Background: an optimization exercise with open tools, aiming at small area. Do not read the settings as production practice. The RTL was checked by simulation tests, not by an equivalence proof against the original design. Power and IR drop assume default switching activity.

--- flow/design.v ---
package rx_pkg;
	localparam int ADC_BITS = 14;
	localparam int SAMP_BITS = 16;
	localparam int FREQ_BITS = 32;
	localparam int LUT_BITS = 4;
	localparam int LUT_W = 12;
	localparam int MIX_SHIFT = 11;
	localparam int NSAMPS_BITS = 7;
	localparam logic [1:0] OP_SET_CHAN   = 2'd0;
	localparam logic [1:0] OP_SET_FREQ   = 2'd1;
	localparam logic [1:0] OP_SET_NSAMPS = 2'd2;
	localparam logic [2**LUT_BITS*LUT_W-1:0] COS_LUT = {
		12'd1891,  12'd1447,  12'd783,   12'd0,
		-12'd783,  -12'd1447, -12'd1891, -12'd2047,
		-12'd1891, -12'd1447, -12'd783,  12'd0,
		12'd783,   12'd1447,  12'd1891,  12'd2047
	};
	function automatic logic [FREQ_BITS:0] ripple_add(input logic [FREQ_BITS-1:0] a,
	                                                  input logic [FREQ_BITS-1:0] b,
	                                                  input logic                 cin);
		logic                 c;
		logic [FREQ_BITS:0]   r;
		c = cin;
		for (int i = 0; i < FREQ_BITS; i++)
		begin
			r[i] = a[i] ^ b[i] ^ c;
			c    = (a[i] & b[i]) | (c & (a[i] ^ b[i]));
		end
		r[FREQ_BITS] = c;
		ripple_add = r;
	endfunction
endpackage
`timescale 1ns/1ps
module rx_cmd_regs #(
	parameter int RX_CHANS = 4
) (
	input  logic                               cpu_clk,
	input  logic                               rst_i,
	input  logic                               cmd_wr_i,
	input  logic [1:0]                         cmd_op_i,
	input  logic [rx_pkg::FREQ_BITS-1:0]       cmd_data_i,
	input  logic                               swap_i,
	input  logic                               srq_ack_i,
	output logic [RX_CHANS-1:0]                freq_wr_o,
	output logic [rx_pkg::FREQ_BITS-1:0]       freq_word_o,
	output logic [rx_pkg::NSAMPS_BITS-1:0]     nsamps_o,
	output logic                               srq_o
);
	localparam int CHAN_W = (RX_CHANS > 1) ? $clog2(RX_CHANS) : 1;
	logic [CHAN_W-1:0]   chan_sel;
	logic                set_chan;
	logic                set_freq;
	logic                set_nsamps;
	logic [RX_CHANS-1:0] chan_onehot;
	assign set_chan   = cmd_wr_i && (cmd_op_i == rx_pkg::OP_SET_CHAN);
	assign set_freq   = cmd_wr_i && (cmd_op_i == rx_pkg::OP_SET_FREQ);
	assign set_nsamps = cmd_wr_i && (cmd_op_i == rx_pkg::OP_SET_NSAMPS);
	assign chan_onehot = RX_CHANS'(1) << chan_sel;
	assign freq_wr_o = set_freq ? chan_onehot : '0;
	assign freq_word_o = rst_i ? '0 : cmd_data_i;
	always_ff @(posedge cpu_clk)
	begin
		if (rst_i)
		begin
			chan_sel <= '0;
			nsamps_o <= '0;
		end
		else
		begin
			if (set_chan)
			begin
				chan_sel <= cmd_data_i[CHAN_W-1:0];
			end
			if (set_nsamps)
			begin
				nsamps_o <= cmd_data_i[rx_pkg::NSAMPS_BITS-1:0];
			end
		end
	end
	always_ff @(posedge cpu_clk)
	begin
		if (rst_i)
		begin
			srq_o <= 1'b0;
		end
		else if (swap_i)
		begin
			srq_o <= 1'b1;
		end
		else if (srq_ack_i)
		begin
			srq_o <= 1'b0;
		end
	end
endmodule
`timescale 1ns/1ps
module rx_ddc_chan #(
	parameter int DECIM = 16,
	parameter bit HAS_AVAIL = 1'b1
) (
	input  logic                                cpu_clk,
	input  logic                                rst_i,
	input  logic [4*rx_pkg::SAMP_BITS-1:0]      mag_prod_i,
	input  logic                                exact_i,
	input  logic                                freq_wr_i,
	input  logic [rx_pkg::FREQ_BITS-1:0]        freq_word_i,
	output logic                                avail_o,
	output logic [2*rx_pkg::SAMP_BITS+1:0]      dout_o
);
	localparam int SW    = rx_pkg::SAMP_BITS;
	localparam int CNT_W = $clog2(DECIM);
	localparam int HW    = rx_pkg::FREQ_BITS / 2;
	logic [HW-1:0]                ph_lo;
	logic [HW-1:0]                ph_hi;
	logic                         ph_c;
	logic [rx_pkg::FREQ_BITS-1:0] tune;
	logic [rx_pkg::FREQ_BITS:0]   add_lo;
	logic [rx_pkg::FREQ_BITS:0]   add_hi;
	logic [rx_pkg::FREQ_BITS:0]   add_i_lo;
	logic [rx_pkg::FREQ_BITS:0]   add_i_hi;
	logic [rx_pkg::FREQ_BITS:0]   add_q_lo;
	logic [rx_pkg::FREQ_BITS:0]   add_q_hi;
	logic [3:0]                   idx_now;
	logic [3:0]                   idx_i;
	logic                         clr;
	logic                         clr_d;
	logic [3:0]                   idx_q;
	logic [SW-1:0]                term_i;
	logic [SW-1:0]                term_q;
	logic                         cin_i;
	logic                         cin_q;
	localparam int XW = SW + 1;
	localparam int BW = SW / 2;
	logic [XW-1:0]                acc_i;
	logic [XW-1:0]                acc_q;
	logic [XW-1:0]                sum_i;
	logic [XW-1:0]                sum_q;
	logic [CNT_W-1:0]             cnt;
	logic                         last;
	logic                         dump;
	logic [XW-1:0]                i_word;
	logic [XW-1:0]                q_word;
	function automatic logic [SW:0] pick(input logic [3:0] k, input logic [4*SW-1:0] mp, input logic ex);
		logic [SW-1:0] m;
		logic          neg;
		case (k[2:0])
			3'd0: m = mp[0*SW +: SW];
			3'd1: m = mp[1*SW +: SW];
			3'd2: m = mp[2*SW +: SW];
			3'd3: m = mp[3*SW +: SW];
			3'd4: m = '0;
			3'd5: m = mp[3*SW +: SW];
			3'd6: m = mp[2*SW +: SW];
			default: m = mp[1*SW +: SW];
		endcase
		neg = (k >= 4'd5) && (k <= 4'd11);
		pick = {neg && ex, neg ? ~m : m};
	endfunction
	assign add_lo = rx_pkg::ripple_add({16'd0, ph_lo}, {16'd0, tune[HW-1:0]}, 1'b0);
	assign add_hi = rx_pkg::ripple_add({16'd0, ph_hi}, {16'd0, tune[rx_pkg::FREQ_BITS-1:HW]}, ph_c);
	assign idx_now = ph_hi[HW-1 -: 4] + 4'(ph_c & (&ph_hi[HW-5:0]));
	assign clr     = rst_i | freq_wr_i;
	assign idx_q  = idx_i + 4'd4;
	assign {cin_i, term_i} = pick(idx_i, mag_prod_i, exact_i);
	assign {cin_q, term_q} = pick(idx_q, mag_prod_i, exact_i);
	assign add_i_lo = rx_pkg::ripple_add(32'(acc_i[BW-1:0]), 32'(term_i[BW-1:0]), cin_i);
	assign add_i_hi = rx_pkg::ripple_add(32'(acc_i[SW-1:BW]), 32'(term_i[SW-1:BW]), acc_i[SW]);
	assign add_q_lo = rx_pkg::ripple_add(32'(acc_q[BW-1:0]), 32'(term_q[BW-1:0]), cin_q);
	assign add_q_hi = rx_pkg::ripple_add(32'(acc_q[SW-1:BW]), 32'(term_q[SW-1:BW]), acc_q[SW]);
	assign sum_i = {add_i_lo[BW], add_i_hi[BW-1:0], add_i_lo[BW-1:0]};
	assign sum_q = {add_q_lo[BW], add_q_hi[BW-1:0], add_q_lo[BW-1:0]};
	assign last  = (cnt == CNT_W'(DECIM - 1));
	always_ff @(posedge cpu_clk)
	begin
		if (clr)
		begin
			ph_lo <= '0;
			ph_hi <= '0;
			ph_c  <= 1'b0;
		end
		else
		begin
			ph_lo <= add_lo[HW-1:0];
			ph_c  <= add_lo[HW];
			ph_hi <= add_hi[HW-1:0];
		end
	end
	always_ff @(posedge cpu_clk)
	begin
		idx_i <= idx_now;
		clr_d <= clr;
	end
	always_ff @(posedge cpu_clk)
	begin
		if (clr_d)
		begin
			acc_i <= '0;
			acc_q <= '0;
			cnt   <= '0;
		end
		else
		begin
			cnt   <= cnt + 1'b1;
			acc_i <= last ? '0 : sum_i;
			acc_q <= last ? '0 : sum_q;
		end
	end
	logic tune_ld;
	logic tune_keep;
	logic word_keep;
	logic [rx_pkg::FREQ_BITS-1:0] tune_d;
	logic [XW-1:0]                i_word_d;
	logic [XW-1:0]                q_word_d;
	assign tune_ld   = rst_i | freq_wr_i;
	assign tune_keep = ~tune_ld;
	assign word_keep = ~last;
	for (genvar b = 0; b < rx_pkg::FREQ_BITS; b++)
	begin : g_tune
		rx_hold1 hold_i (
			.q_i    (tune[b]),
			.w_i    (freq_word_i[b]),
			.load_i (tune_ld),
			.keep_i (tune_keep),
			.d_o    (tune_d[b])
		);
	end
	for (genvar b = 0; b < XW; b++)
	begin : g_word
		rx_hold1 hold_i_i (
			.q_i    (i_word[b]),
			.w_i    (sum_i[b]),
			.load_i (last),
			.keep_i (word_keep),
			.d_o    (i_word_d[b])
		);
		rx_hold1 hold_q_i (
			.q_i    (q_word[b]),
			.w_i    (sum_q[b]),
			.load_i (last),
			.keep_i (word_keep),
			.d_o    (q_word_d[b])
		);
	end
	always_ff @(posedge cpu_clk)
	begin
		tune   <= tune_d;
		i_word <= i_word_d;
		q_word <= q_word_d;
	end
	assign dump = last & ~clr_d;
	if (HAS_AVAIL)
	begin : g_avail
		always_ff @(posedge cpu_clk)
		begin
			if (rst_i)
			begin
				avail_o <= 1'b0;
			end
			else
			begin
				avail_o <= dump;
			end
		end
	end
	else
	begin : g_no_avail
		assign avail_o = 1'b0;
	end
	assign dout_o = {q_word, i_word};
endmodule
`timescale 1ns/1ps
module rx_collector #(
	parameter int RX_CHANS = 4
) (
	input  logic                                     cpu_clk,
	input  logic                                     rst_i,
	input  logic                                     avail_i,
	input  logic [2*RX_CHANS*(rx_pkg::SAMP_BITS+1)-1:0] chan_dout_i,
	input  logic [rx_pkg::NSAMPS_BITS-1:0]           nsamps_i,
	output logic                                     rd_q_o,
	output logic                                     buf_wr_o,
	output logic [rx_pkg::SAMP_BITS-1:0]             buf_wdata_o,
	output logic                                     swap_o
);
	localparam int CHAN_W = (RX_CHANS > 1) ? $clog2(RX_CHANS) : 1;
	localparam logic [CHAN_W-1:0] LAST_CHAN = CHAN_W'(RX_CHANS - 1);
	logic                           busy;
	logic [CHAN_W-1:0]              chan;
	logic                           q_phase;
	logic                           last_word;
	logic [rx_pkg::NSAMPS_BITS-1:0] set_cnt;
	assign last_word = q_phase && (chan == LAST_CHAN);
	assign rd_q_o      = q_phase;
	assign buf_wr_o    = busy;
	localparam int NW = 2 * RX_CHANS;
	logic [NW-1:0] wsel;
	logic [CHAN_W:0] wpos_d;
	always_ff @(posedge cpu_clk)
	begin
		wpos_d <= {chan, q_phase};
	end
	always_comb
	begin
		for (int i = 0; i < NW; i++)
		begin
			wsel[i] = (wpos_d == (CHAN_W+1)'(i));
		end
	end
	localparam int XW = rx_pkg::SAMP_BITS + 1;
	localparam int BW = rx_pkg::SAMP_BITS / 2;
	logic [XW-1:0] wsplit;
	for (genvar b = 0; b < XW; b++)
	begin : g_bit
		logic [NW-1:0] col;
		for (genvar i = 0; i < NW; i++)
		begin : g_col
			assign col[i] = chan_dout_i[i*XW + b];
		end
		rx_sel8 sel_i (
			.d_i (col),
			.s_i (wsel),
			.y_o (wsplit[b])
		);
	end
	assign buf_wdata_o = {wsplit[rx_pkg::SAMP_BITS-1:BW] + BW'(wsplit[rx_pkg::SAMP_BITS]), wsplit[BW-1:0]};
	always_ff @(posedge cpu_clk)
	begin
		if (rst_i)
		begin
			busy    <= 1'b0;
			chan    <= '0;
			q_phase <= 1'b0;
			set_cnt <= '0;
			swap_o  <= 1'b0;
		end
		else
		begin
			swap_o <= 1'b0;
			if (busy)
			begin
				q_phase <= ~q_phase;
				if (q_phase)
				begin
					chan <= chan + 1'b1;
				end
				if (last_word)
				begin
					busy <= 1'b0;
					chan <= '0;
					if (set_cnt == nsamps_i)
					begin
						swap_o  <= 1'b1;
						set_cnt <= '0;
					end
					else
					begin
						set_cnt <= set_cnt + 1'b1;
					end
				end
			end
			else if (avail_i)
			begin
				busy    <= 1'b1;
				chan    <= '0;
				q_phase <= 1'b0;
			end
		end
	end
endmodule
`timescale 1ns/1ps
module rx_sample_buf #(
	parameter int BUF_AW = 7
) (
	input  logic                          cpu_clk,
	input  logic                          rst_i,
	input  logic                          wr_i,
	input  logic [rx_pkg::SAMP_BITS-1:0]  wdata_i,
	input  logic                          swap_i,
	input  logic                          rd_i,
	output logic [rx_pkg::SAMP_BITS-1:0]  rdata_o
);
	localparam int SW    = rx_pkg::SAMP_BITS;
	localparam int AW    = BUF_AW + 1;
	localparam int WORDS = 2**AW;
	localparam int LO_W  = AW / 2;
	localparam int HI_W  = AW - LO_W;
	localparam int NLO   = 2**LO_W;
	localparam int NHI   = 2**HI_W;
	logic [WORDS-1:0][SW-1:0] mem;
	logic              bank;
	logic              rd_bank_nxt;
	logic [BUF_AW-1:0] waddr;
	logic [BUF_AW-1:0] raddr;
	logic [BUF_AW-1:0] raddr_nxt;
	logic [AW-1:0]     ra;
	logic [AW-1:0]     ra_q;
	logic [AW-1:0]     wa;
	logic [NLO-1:0]    rlo;
	logic [NHI-1:0]    rhi;
	logic [NLO-1:0]    wlo;
	logic [NHI-1:0]    whi;
	logic [NHI-1:0][SW-1:0] grp;
	logic [SW-1:0]     rword;
	assign raddr_nxt   = swap_i ? '0 : raddr + {{(BUF_AW-1){1'b0}}, rd_i};
	assign rd_bank_nxt = swap_i ? bank : ~bank;
	assign ra          = {rd_bank_nxt, raddr_nxt};
	assign wa          = {bank, waddr};
	always_ff @(posedge cpu_clk)
	begin
		if (rst_i)
		begin
			bank  <= 1'b0;
			waddr <= '0;
			raddr <= '0;
		end
		else
		begin
			raddr <= raddr_nxt;
			if (swap_i)
			begin
				bank  <= ~bank;
				waddr <= '0;
			end
			else if (wr_i)
			begin
				waddr <= waddr + 1'b1;
			end
		end
	end
	logic          wr_d;
	logic [AW-1:0] wa_d;
	always_ff @(posedge cpu_clk)
	begin
		wr_d <= wr_i;
		wa_d <= wa;
	end
	always_comb
	begin
		for (int i = 0; i < NLO; i++)
		begin
			rlo[i] = (ra_q[LO_W-1:0] == LO_W'(i));
			wlo[i] = (wa_d[LO_W-1:0] == LO_W'(i)) && wr_d;
		end
		for (int j = 0; j < NHI; j++)
		begin
			rhi[j] = (ra_q[AW-1:LO_W] == HI_W'(j));
			whi[j] = (wa_d[AW-1:LO_W] == HI_W'(j));
		end
	end
	for (genvar w = 0; w < WORDS; w++)
	begin : g_word
		logic          we;
		logic [SW-1:0] d;
		assign we = wlo[w % NLO] && whi[w / NLO];
		logic          keep;
		assign keep = ~we;
		for (genvar b = 0; b < SW; b++)
		begin : g_bit
			rx_hold1 hold_i (
				.q_i    (mem[w][b]),
				.w_i    (wdata_i[b]),
				.load_i (we),
				.keep_i (keep),
				.d_o    (d[b])
			);
		end
		always_ff @(posedge cpu_clk)
		begin
			mem[w] <= d;
		end
	end
	logic [WORDS-1:0] rsel;
	for (genvar w = 0; w < WORDS; w++)
	begin : g_rsel
		assign rsel[w] = rlo[w % NLO] & rhi[w / NLO];
	end
	for (genvar b = 0; b < SW; b++)
	begin : g_out
		logic [WORDS-1:0] col;
		for (genvar w = 0; w < WORDS; w++)
		begin : g_col
			assign col[w] = mem[w][b];
		end
		rx_sel256 sel_i (
			.d_i   (col),
			.s_i   (rsel),
			.y_o   (rword[b])
		);
	end
	always_ff @(posedge cpu_clk)
	begin
		ra_q <= ra;
	end
	assign rdata_o = rword;
endmodule
module rx_sel16 (
	input  logic [15:0] d_i,
	input  logic [15:0] s_i,
	output logic        y_o
);
	logic [5:0] n;
	for (genvar k = 0; k < 5; k++)
	begin : g_aoi
		rx_aoi222 aoi_i (
			.a_i (d_i[3*k +: 3]),
			.s_i (s_i[3*k +: 3]),
			.y_o (n[k])
		);
	end
	assign n[5] = ~(d_i[15] & s_i[15]);
	assign y_o  = ~(n[0] & n[1] & n[2]) | ~(n[3] & n[4] & n[5]);
endmodule
module rx_aoi222 (
	input  logic [2:0] a_i,
	input  logic [2:0] s_i,
	output logic       y_o
);
	assign y_o = ~((a_i[0] & s_i[0]) | (a_i[1] & s_i[1]) | (a_i[2] & s_i[2]));
endmodule
module rx_hold1 (
	input  logic q_i,
	input  logic w_i,
	input  logic load_i,
	input  logic keep_i,
	output logic d_o
);
	assign d_o = (q_i & keep_i) | (w_i & load_i);
endmodule
module rx_sel8 (
	input  logic [7:0] d_i,
	input  logic [7:0] s_i,
	output logic       y_o
);
	logic [2:0] n;
	for (genvar k = 0; k < 2; k++)
	begin : g_aoi
		rx_aoi222 aoi_i (
			.a_i (d_i[3*k +: 3]),
			.s_i (s_i[3*k +: 3]),
			.y_o (n[k])
		);
	end
	assign n[2] = ~((d_i[6] & s_i[6]) | (d_i[7] & s_i[7]));
	assign y_o  = ~(n[0] & n[1] & n[2]);
endmodule
module rx_sel12 (
	input  logic [11:0] d_i,
	input  logic [11:0] s_i,
	output logic        y_o
);
	logic [3:0] n;
	for (genvar k = 0; k < 4; k++)
	begin : g_aoi
		rx_aoi222 aoi_i (
			.a_i (d_i[3*k +: 3]),
			.s_i (s_i[3*k +: 3]),
			.y_o (n[k])
		);
	end
	assign y_o = ~(&n);
endmodule
module rx_sel256 (
	input  logic [255:0] d_i,
	input  logic [255:0] s_i,
	output logic         y_o
);
	logic [21:0] g;
	for (genvar k = 0; k < 21; k++)
	begin : g_grp
		rx_sel12 sel_i (
			.d_i (d_i[12*k +: 12]),
			.s_i (s_i[12*k +: 12]),
			.y_o (g[k])
		);
	end
	assign g[21] = |(d_i[255:252] & s_i[255:252]);
	assign y_o   = |g;
endmodule
`timescale 1ns/1ps
module rx_receiver #(
	parameter int RX_CHANS = 4,
	parameter int DECIM    = 16,
	parameter int BUF_AW   = 7
) (
	input  logic                                cpu_clk,
	input  logic                                rst_i,
	input  logic signed [rx_pkg::ADC_BITS-1:0]  adc_data_i,
	input  logic                                cmd_wr_i,
	input  logic [1:0]                          cmd_op_i,
	input  logic [rx_pkg::FREQ_BITS-1:0]        cmd_data_i,
	input  logic                                rd_samp_i,
	input  logic                                srq_ack_i,
	output logic [rx_pkg::SAMP_BITS-1:0]        samp_o,
	output logic                                srq_o
);
	logic [RX_CHANS-1:0]                  freq_wr;
	logic [rx_pkg::FREQ_BITS-1:0]         freq_word;
	logic [rx_pkg::NSAMPS_BITS-1:0]       nsamps;
	logic [RX_CHANS-1:0]                  chan_avail;
	logic [2*RX_CHANS*(rx_pkg::SAMP_BITS+1)-1:0] chan_dout;
	logic                                 rd_q;
	logic                                 buf_wr;
	logic [rx_pkg::SAMP_BITS-1:0]         buf_wdata;
	logic                                 swap;
	localparam int PW = rx_pkg::ADC_BITS + rx_pkg::LUT_W + 1;
	logic signed [PW-1:0]                 adc_w;
	logic signed [PW-1:0]                 m2047;
	logic signed [PW-1:0]                 m1891;
	logic signed [PW-1:0]                 m1447;
	logic signed [PW-1:0]                 m783;
	logic signed [PW-1:0]                 m3;
	logic signed [PW-1:0]                 m15;
	logic signed [PW-1:0]                 m75;
	logic signed [PW-1:0]                 m39;
	logic [4*rx_pkg::SAMP_BITS-1:0]       mag_prod;
	logic                                 exact;
	logic signed [rx_pkg::ADC_BITS-1:0] adc_d;
	always_ff @(posedge cpu_clk)
	begin
		adc_d <= adc_data_i;
	end
	assign adc_w = PW'(adc_d);
	assign m3    = (adc_w <<< 1) + adc_w;
	assign m15   = (adc_w <<< 4) - adc_w;
	assign m2047 = (adc_w <<< 11) - adc_w;
	assign m783  = (m3 <<< 8) + m15;
	assign m75   = (m15 <<< 2) + m15;
	assign m1447 = m2047 - (m75 <<< 3);
	assign m39   = (m3 <<< 3) + m15;
	assign m1891 = m2047 - (m39 <<< 2);
	assign mag_prod = {m783[rx_pkg::MIX_SHIFT +: rx_pkg::SAMP_BITS],
	                   m1447[rx_pkg::MIX_SHIFT +: rx_pkg::SAMP_BITS],
	                   m1891[rx_pkg::MIX_SHIFT +: rx_pkg::SAMP_BITS],
	                   m2047[rx_pkg::MIX_SHIFT +: rx_pkg::SAMP_BITS]};
	assign exact = (adc_d[rx_pkg::MIX_SHIFT-1:0] == '0);
	rx_cmd_regs #(
		.RX_CHANS (RX_CHANS)
	) cmd_regs_i (
		.cpu_clk     (cpu_clk),
		.rst_i       (rst_i),
		.cmd_wr_i    (cmd_wr_i),
		.cmd_op_i    (cmd_op_i),
		.cmd_data_i  (cmd_data_i),
		.swap_i      (swap),
		.srq_ack_i   (srq_ack_i),
		.freq_wr_o   (freq_wr),
		.freq_word_o (freq_word),
		.nsamps_o    (nsamps),
		.srq_o       (srq_o)
	);
	for (genvar g = 0; g < RX_CHANS; g++)
	begin : g_chan
		rx_ddc_chan #(
			.DECIM     (DECIM),
			.HAS_AVAIL (g == 0)
		) ddc_i (
			.cpu_clk     (cpu_clk),
			.rst_i       (rst_i),
			.mag_prod_i  (mag_prod),
			.exact_i     (exact),
			.freq_wr_i   (freq_wr[g]),
			.freq_word_i (freq_word),
			.avail_o     (chan_avail[g]),
			.dout_o      (chan_dout[2*g*(rx_pkg::SAMP_BITS+1) +: 2*(rx_pkg::SAMP_BITS+1)])
		);
	end
	rx_collector #(
		.RX_CHANS (RX_CHANS)
	) collector_i (
		.cpu_clk     (cpu_clk),
		.rst_i       (rst_i),
		.avail_i     (chan_avail[0]),
		.chan_dout_i (chan_dout),
		.nsamps_i    (nsamps),
		.rd_q_o      (rd_q),
		.buf_wr_o    (buf_wr),
		.buf_wdata_o (buf_wdata),
		.swap_o      (swap)
	);
	rx_sample_buf #(
		.BUF_AW (BUF_AW)
	) sample_buf_i (
		.cpu_clk (cpu_clk),
		.rst_i   (rst_i),
		.wr_i    (buf_wr),
		.wdata_i (buf_wdata),
		.swap_i  (swap),
		.rd_i    (rd_samp_i),
		.rdata_o (samp_o)
	);
endmodule
--- flow/run.sh ---
#!/bin/bash
# synth_recipe.tcl (not shown) runs the flow's synth.tcl, then flattens the netlist and writes it again
# the make line also repeats each setting of config.mk as NAME=value (left out here)
make -C /OpenROAD-flow-scripts/flow DESIGN_CONFIG=/design/flow/config.mk WORK_HOME=/design/flow/orfs CLKGATE_MAP_FILE= SYNTH_SCRIPT=/design/flow/synth_recipe.tcl finish
--- flow/config.mk ---
export PLATFORM = sky130hd
export DESIGN_NAME = rx_receiver
export DESIGN_NICKNAME = rx_receiver
export VERILOG_FILES = /design/flow/design.v
export SDC_FILE = /design/flow/constraint.sdc
export NUM_CORES = 4
export LEC_CHECK = 0
export CAP_MARGIN = 20
export CORE_MARGIN = 2
export CORE_UTILIZATION = 40
export CTS_BUF_LIST = sky130_fd_sc_hd__clkbuf_16
export CTS_CLUSTER_DIAMETER = 90
export CTS_CLUSTER_SIZE = 22
export PLACE_DENSITY = 0.72
export SLEW_MARGIN = 20
export SYNTH_HIERARCHICAL = 1
export SYNTH_MINIMUM_KEEP_SIZE = 0
--- flow/constraint.sdc ---
create_clock -name core_clock -period 11.0 [get_ports {cpu_clk}]
set_input_delay 2.2000 -clock core_clock [delete_from_list [all_inputs] [get_ports {cpu_clk}]]
set_output_delay 2.2000 -clock core_clock [all_outputs]
set_load 0.01 [all_outputs]
==> results of run 1 <==
==> worst paths after layout <==
kind                startpoint                         end
max reg2reg           adc_d[2]  g_chan[2].ddc_i.q_word[15]
max                   adc_d[2]  g_chan[2].ddc_i.q_word[15]
min reg2reg  sample_buf_i.bank        sample_buf_i.wa_d[7]
min          sample_buf_i.bank        sample_buf_i.wa_d[7]
==> layout make-up <==
type	instances	area, sq um	area share
flip-flops and latches	4736	94800	0.489
multi-input cells	9446	79100	0.408
well taps	5757	7200	0.0371
clock buffers	244	6110	0.0315
repair buffers	618	5050	0.0260
inverters	364	1370	0.00705
clock inverters	22	284	0.00146
diodes	34	85.1	0.000439
==> state kept, by name (all words and copies together), names as in the netlist, 16 cells and up <==
signal	flops
sample_buf_i.mem	4096
g_chan.ddc_i.tune	128
g_chan.ddc_i.acc_i	68
g_chan.ddc_i.acc_q	68
g_chan.ddc_i.i_word	68
g_chan.ddc_i.q_word	68
g_chan.ddc_i.ph_hi	64
g_chan.ddc_i.ph_lo	64
g_chan.ddc_i.cnt	16
g_chan.ddc_i.idx_i	16
==> layer usage <==
layer  global-route usage  routed length [um]  vias up
li1                     -                   -    62300
met1                0.361              247000    73000
met2                0.393              269000    10500
met3               0.0743               82000     1746
met4                0.148               40000       22
met5                    0                 164        -
==> worst register-to-register path: cells and delay by family (launching register included) <==
| kind | cells | cell delay (ps) |
|---|---|---|
| fa+ha+maj | 10 | 3540 |
| compound gates | 12 | 2670 |
| simple gates | 8 | 1920 |
| xor+xnor | 4 | 1090 |
| flops | 1 | 550 |
| buf+inv | 2 | 170 |
==> through the flow <==
stage	cell area [sq um]	power, mW	std cells
after floorplan	175000	23.1	14800
after global placement	187000	24.7	20900
after detailed placement	187000	24.9	20900
after CTS	193000	34.3	21200
after global routing	194000	35.7	21200
final	194000	34.3	21200
==> power by group through the flow <==
stage | logic (mW) | clock network (mW) | registers [mW]
floorplan | 4.99 | 0 | 18.1
global placement | 6.62 | 0 | 18.1
detailed placement | 6.77 | 0 | 18.1
CTS | 6.83 | 9.71 | 17.7
global route | 7.68 | 10.3 | 17.8
finish | 6.92 | 9.68 | 17.7
==> impl_results.md, run 1 <==
- Buf/Inv on CP: 2
- CTS Buf Count: 242
- Clk sinks: 4736
- First-pass GRT wire length: 927000 um
- Slew Viols, Final: 0
- CP endpoint kind: flip-flop
- CTS tree: built
- Bufs on Longest Clock Path: 4
- Syn_area_per_cell: 11.9 sq um
- Area delta synth->final: 10.6%
- GRT overflow: 0
- Status: no timing/DRC/antenna violations
- Placer Congestion: 0.948
- Share of cells above drive strength 1: 0.0757
- Initial core utilization: 0.401
- CP delay by family, top: adder cells
- Pwr Density: 177 nW/um^2
- Syn nets: 15300
- Worst hold slack: 370 ps
- Crit path DAT: 10910 ps
- Setup Skew: 88.4 ps
- Gr usage total: 0.270
- # Post-CTS Setup Buffers: 0
- Pleak: 71.4 nW
- Vias in the first global route: 136000
- Filler instances: 40000
- Detailed-route via count: 148000
- Clock power frac: 0.282
- Hold Crit Class: flip-flop to flip-flop
- Routed WL: 639000 um
- YS warnings: 12
- Nets: 15900
- Hold Path Depth: 0
- Critical Path Most Common Cell: fa_1
- Max frequency: 0.0999 GHz
- Slew @ Worst Pin: 1360 ps
- Core ar.: 438000 sq um
- H-tree Lvls: 4
- Hold buffers post-CTS: 0
- # setup viols final: 0
- Antenna-violating nets left: 0
- Max_cap viols: 0
- I/O pin cnt: 70
- Clk slew on worst S/H paths: 90 ps
- Final TNS setup: 0 ps
- Switching share of total power: 0.296
- Slew HR: 0.0856
- Tcrit/Tclk final: 0.910
- Critical Path Max Stage Delay: 560 ps
- RSZ-0062 raised after global routing: no
- Sequential share of power: 0.516
- Worst setup SP type: flip-flop
- P_int: 24.2 mW
- DRC Markers: 0
- Via/cell ratio: 6.95
- Worst slack at placement: 1080 ps
- Die ar.: 444000 sq um
- DP HPWL: 398000 um
- Commonest non-fill, non-tap cell in the layout: dfxtp_1
- DIE WIDTH: 666 um
- FF-to-FF setup slack: 990 ps
- Minimum clock period: 10010 ps
- Most frequent cells in the layout: dfxtp_1 (4732), a22o_1 (4362), a222oi_1 (1394), nor2_1 (585), buf_4 (519)
- R2R depth: 36
- Number of cells on the critical path: 36
- Critical Path Slowest Stage Cell: o311ai_0
- DR WL/cell: 30.1 um
- First-pass detailed-route iteration total: 22
- Root buffer cell: clkbuf_16
- Number of antenna violations at the first check in global routing: 45
- Number of port buffers: 69
- CP Data Required Time: 11900 ps
- CTS resizes: 0
- Largest net degree at the start of global routing: 149
- Netlist Area Pre-Place: 175000 sq um
- Net Switching: 10.1 mW
- Setup Crit Path Kind: flip-flop to flip-flop
- Worst-path fanout max: 7
- Synthesized instance count: 14800
- Logic gate share of total power: 0.202
- Count of final hold-check violations: 0
- Post-layout util: 0.443
- Vert. Die Dim: 666 um
- Num rows: 243
- Peak supply drop: 159 uV
- Clk latency of the worst-skew pair: 1070 ps
- DR iter-0 viols: 29300
- Worst setup margin: 986 ps
==> inputs of run 2 (changes only) <==
--- a/flow/config.mk
+++ b/flow/config.mk
@@ -11,4 +11,4 @@
 export CTS_BUF_LIST = sky130_fd_sc_hd__clkbuf_16
-export CTS_CLUSTER_DIAMETER = 90
-export CTS_CLUSTER_SIZE = 22
+export CTS_CLUSTER_DIAMETER = 70
+export CTS_CLUSTER_SIZE = 26
 export PLACE_DENSITY = 0.72
==> run 2 against run 1 <==
  * Design area is essentially flat
  * Die area stayed put
  * Clock skew fell by 2.1 ps
  * Cell count barely moved
  * Critical endpoint unchanged
  * Combinational power is essentially flat
  * Sequential power about the same
  * Area after synthesis stayed put
  * Non-clock buffer count shrank 1
  * Worst setup slack got worse by 36 ps
  * Via count hardly changed
  * Synthesized cell count did not move
  * Flip-flop and latch count did not move
==> impl_results.md, run 2 <==
- Status: no timing/DRC/antenna violations
- Register Area: 94800 sq um (unchanged)
- GRT overflow: 0 (unchanged)
- H-tree Lvls: 4 (unchanged)
- Max frequency: 0.0995 GHz (-0.36%)
- First-pass GRT wire length: 926000 um (about the same)
- Buf/Inv on CP: 2 (unchanged)
- Routed WL: 637000 um (-0.20%)
- DRC Markers: 0 (unchanged)
- Hold buffers post-CTS: 0 (unchanged)
- Peak supply drop: 159 uV (-0.37%)
- Die ar.: 444000 sq um (unchanged)
- DR iter-0 viols: 28500 (-2.8%)
- RSZ-0062 raised after global routing: no
- Clk slew on worst S/H paths: 110 ps (+20 ps)
- Syn nets: 15300 (unchanged)
- Crit path DAT: 10940 ps (+30 ps)
- Critical Path Slowest Stage Cell: dfxtp_1
- Clk sinks: 4736 (unchanged)
- Core ar.: 438000 sq um (unchanged)
- Placement Cell Area: 187000 sq um (unchanged)
- Largest regs: sample_buf_i.mem x4096, g_chan.ddc_i.tune x128
- Netlist Area Pre-Place: 175000 sq um (unchanged)
- Pleak: 71.3 nW (-0.14%)
- CP delay by family, top: adder cells
- Slew Viols, Final: 0 (unchanged)
- Synthesized instance count: 14800 (unchanged)
- DP HPWL: 398000 um (unchanged)
- Number of antenna violations at the first check in global routing: 36 (-20%)
- Root buffer cell: clkbuf_16
- Max_cap viols: 0 (unchanged)
- Initial core utilization: 0.401 (unchanged)
- Worst hold slack: 370 ps (+0.150 ps)
- Largest net degree at the start of global routing: 149 (unchanged)
- Nets: 15800 (-0.15%)
- Vias in the first global route: 136000 (-0.34%)
- RR Startpoint: adc_d[2]
- CTS Buf Count: 219 (-9.5%)
- Num rows: 243 (unchanged)
- Vert. Die Dim: 666 um (unchanged)
- Worst-path fanout max: 7 (unchanged)
- CP endpoint kind: flip-flop
- Syn_area_per_cell: 11.9 sq um (unchanged)
- Number of flip-flops in the largest register: 4096 (unchanged)
- DR WL/cell: 30.0 um (-0.29%)
- Bufs on Longest Clock Path: 4 (unchanged)
- Tcrit/Tclk final: 0.914 (+0.00325)
- # setup viols final: 0 (unchanged)
- Area of the multi-input gates: 79000 sq um (about the same)
- Pwr Density: 176 nW/um^2 (-0.53%)
- Share of cells above drive strength 1: 0.0756 (-0.000128)
- Antenna-violating nets left: 0 (unchanged)
- Via/cell ratio: 6.95 (about the same)
- CP Data Required Time: 11880 ps (-20 ps)
- Final TNS setup: 0 ps (unchanged)
- # Post-CTS Setup Buffers: 0 (unchanged)
- Crit. Startpoint: adc_d[2]
- Setup Crit Path Kind: flip-flop to flip-flop
- Worst setup SP type: flip-flop
- Slew HR: 0.113 (+0.0272)
- YS warnings: 12 (unchanged)
- Post-layout util: 0.443 (about the same)
- Most frequent cells in the layout: dfxtp_1 (4732), a22o_1 (4362), a222oi_1 (1394), nor2_1 (586), buf_4 (518)
- Hold Crit Class: flip-flop to flip-flop
- Minimum clock period: 10050 ps (+35.7 ps)
- Placer Congestion: 0.948 (unchanged)
- CTS tree: built
- Number of port buffers: 69 (unchanged)
- Detailed-route via count: 148000 (+0.00068%)
- Biggest register: sample_buf_i.mem
- Commonest non-fill, non-tap cell in the layout: dfxtp_1
- Total power: 34.1 mW (-0.63%)
- Count of final hold-check violations: 0 (unchanged)
- Setup Skew: 86.3 ps (-2.06 ps)
- First-pass detailed-route iteration total: 17 (-23%)
- Slew @ Worst Pin: 1330 ps (-29.5 ps)
- Final instance area: 194000 sq um (about the same)
- Clk latency of the worst-skew pair: 1040 ps (-30 ps)
- DIE WIDTH: 666 um (unchanged)
- I/O pin cnt: 70 (unchanged)
- Gr usage total: 0.269 (-0.000402)
- Critical Path Most Common Cell: fa_1
- CTS resizes: 0 (unchanged)
- Filler instances: 40000 (+0.015%)
- Area delta synth->final: 10.4% (about the same)
- Critical Path Max Stage Delay: 560 ps (about the same)
- HP Start: sample_buf_i.bank
==> run 2: power breakdown <==
part	leakage (nW)	switching [mW]	internal [mW]
combinational	30.0	4.25	2.66
clock	3.06	5.72	3.76
sequential	38.2	0.199	17.5
total	71.3	10.2	23.9
==> run 2: metal layers <==
| layer | up-vias | part of all wire | global-route usage |
|---|---|---|---|
| li1 | 62300 | - | - |
| met4 | 20 | 0.063 | 0.151 |
| met2 | 10200 | 0.42 | 0.392 |
| met5 | - | 0.00034 | 0 |
| met3 | 1641 | 0.12 | 0.0742 |
| met1 | 73300 | 0.39 | 0.359 |
==> run 2: worst paths after layout <==
kind / endpoint / slack, ps / cells past startpoint
worst max-delay path: g_chan[2].ddc_i.q_word[15] / 950 / 36
worst min-delay path: sample_buf_i.wa_d[7] / 370 / 0
worst max register to register: g_chan[2].ddc_i.q_word[15] / 950 / 36
worst min register to register: sample_buf_i.wa_d[7] / 370 / 0
==> run 2: area by class of cell <==
| type | count | area share |
|---|---|---|
| Antenna cell | 40 | 0.000517 |
| Clock buffer | 221 | 0.0285 |
| Clock inverter | 59 | 0.00346 |
| Inverter | 364 | 0.00706 |
| Multi-Input combinational cell | 9446 | 0.408 |
| Sequential cell | 4736 | 0.489 |
| Tap cell | 5757 | 0.0372 |
| Timing Repair Buffer | 617 | 0.0260 |
==> run 2: per-stage QoR <==
stage / cells / setup slack [ps]
floorplan: 14800 / 2310
global placement: 20900 / 1170
detailed placement: 20900 / 1080
CTS: 21200 / 1040
global route: 21200 / 287
finish: 21200 / 950

==> what the ideal ports hide <==
No port has a modelled driver above. Below, the same layouts with a new extraction and two added sets of constraints. Step 1 (the two cells are an assumption about what drives the block):
set clk [get_ports {cpu_clk}]
set_driving_cell -lib_cell sky130_fd_sc_hd__clkbuf_16 $clk
set_driving_cell -lib_cell sky130_fd_sc_hd__buf_2 [delete_from_list [all_inputs] $clk]
Step 2 also shifts input and output timing later by t, the mid clock arrival at the registers, as if the neighbouring blocks saw the same clock. Three values: ideal, step 1, step 2; two values: the first two.
| run | t (ns) | slack for setup (ns) | latest minus earliest clock arrival (ns) | worst register clock-pin slew, ns | cell pins on the clock port's net |
|---|---|---|---|---|---|
| run 1 | 1.136 | 0.986 / 0.986 / 0.986 | 0.111 / 0.110 | 0.10 / 0.10 | 1 |
| run 2 | 1.125 | 0.950 / 0.950 / 0.950 | 0.111 / 0.110 | 0.11 / 0.11 | 1 |
After both steps setup and hold are still met in every run listed.
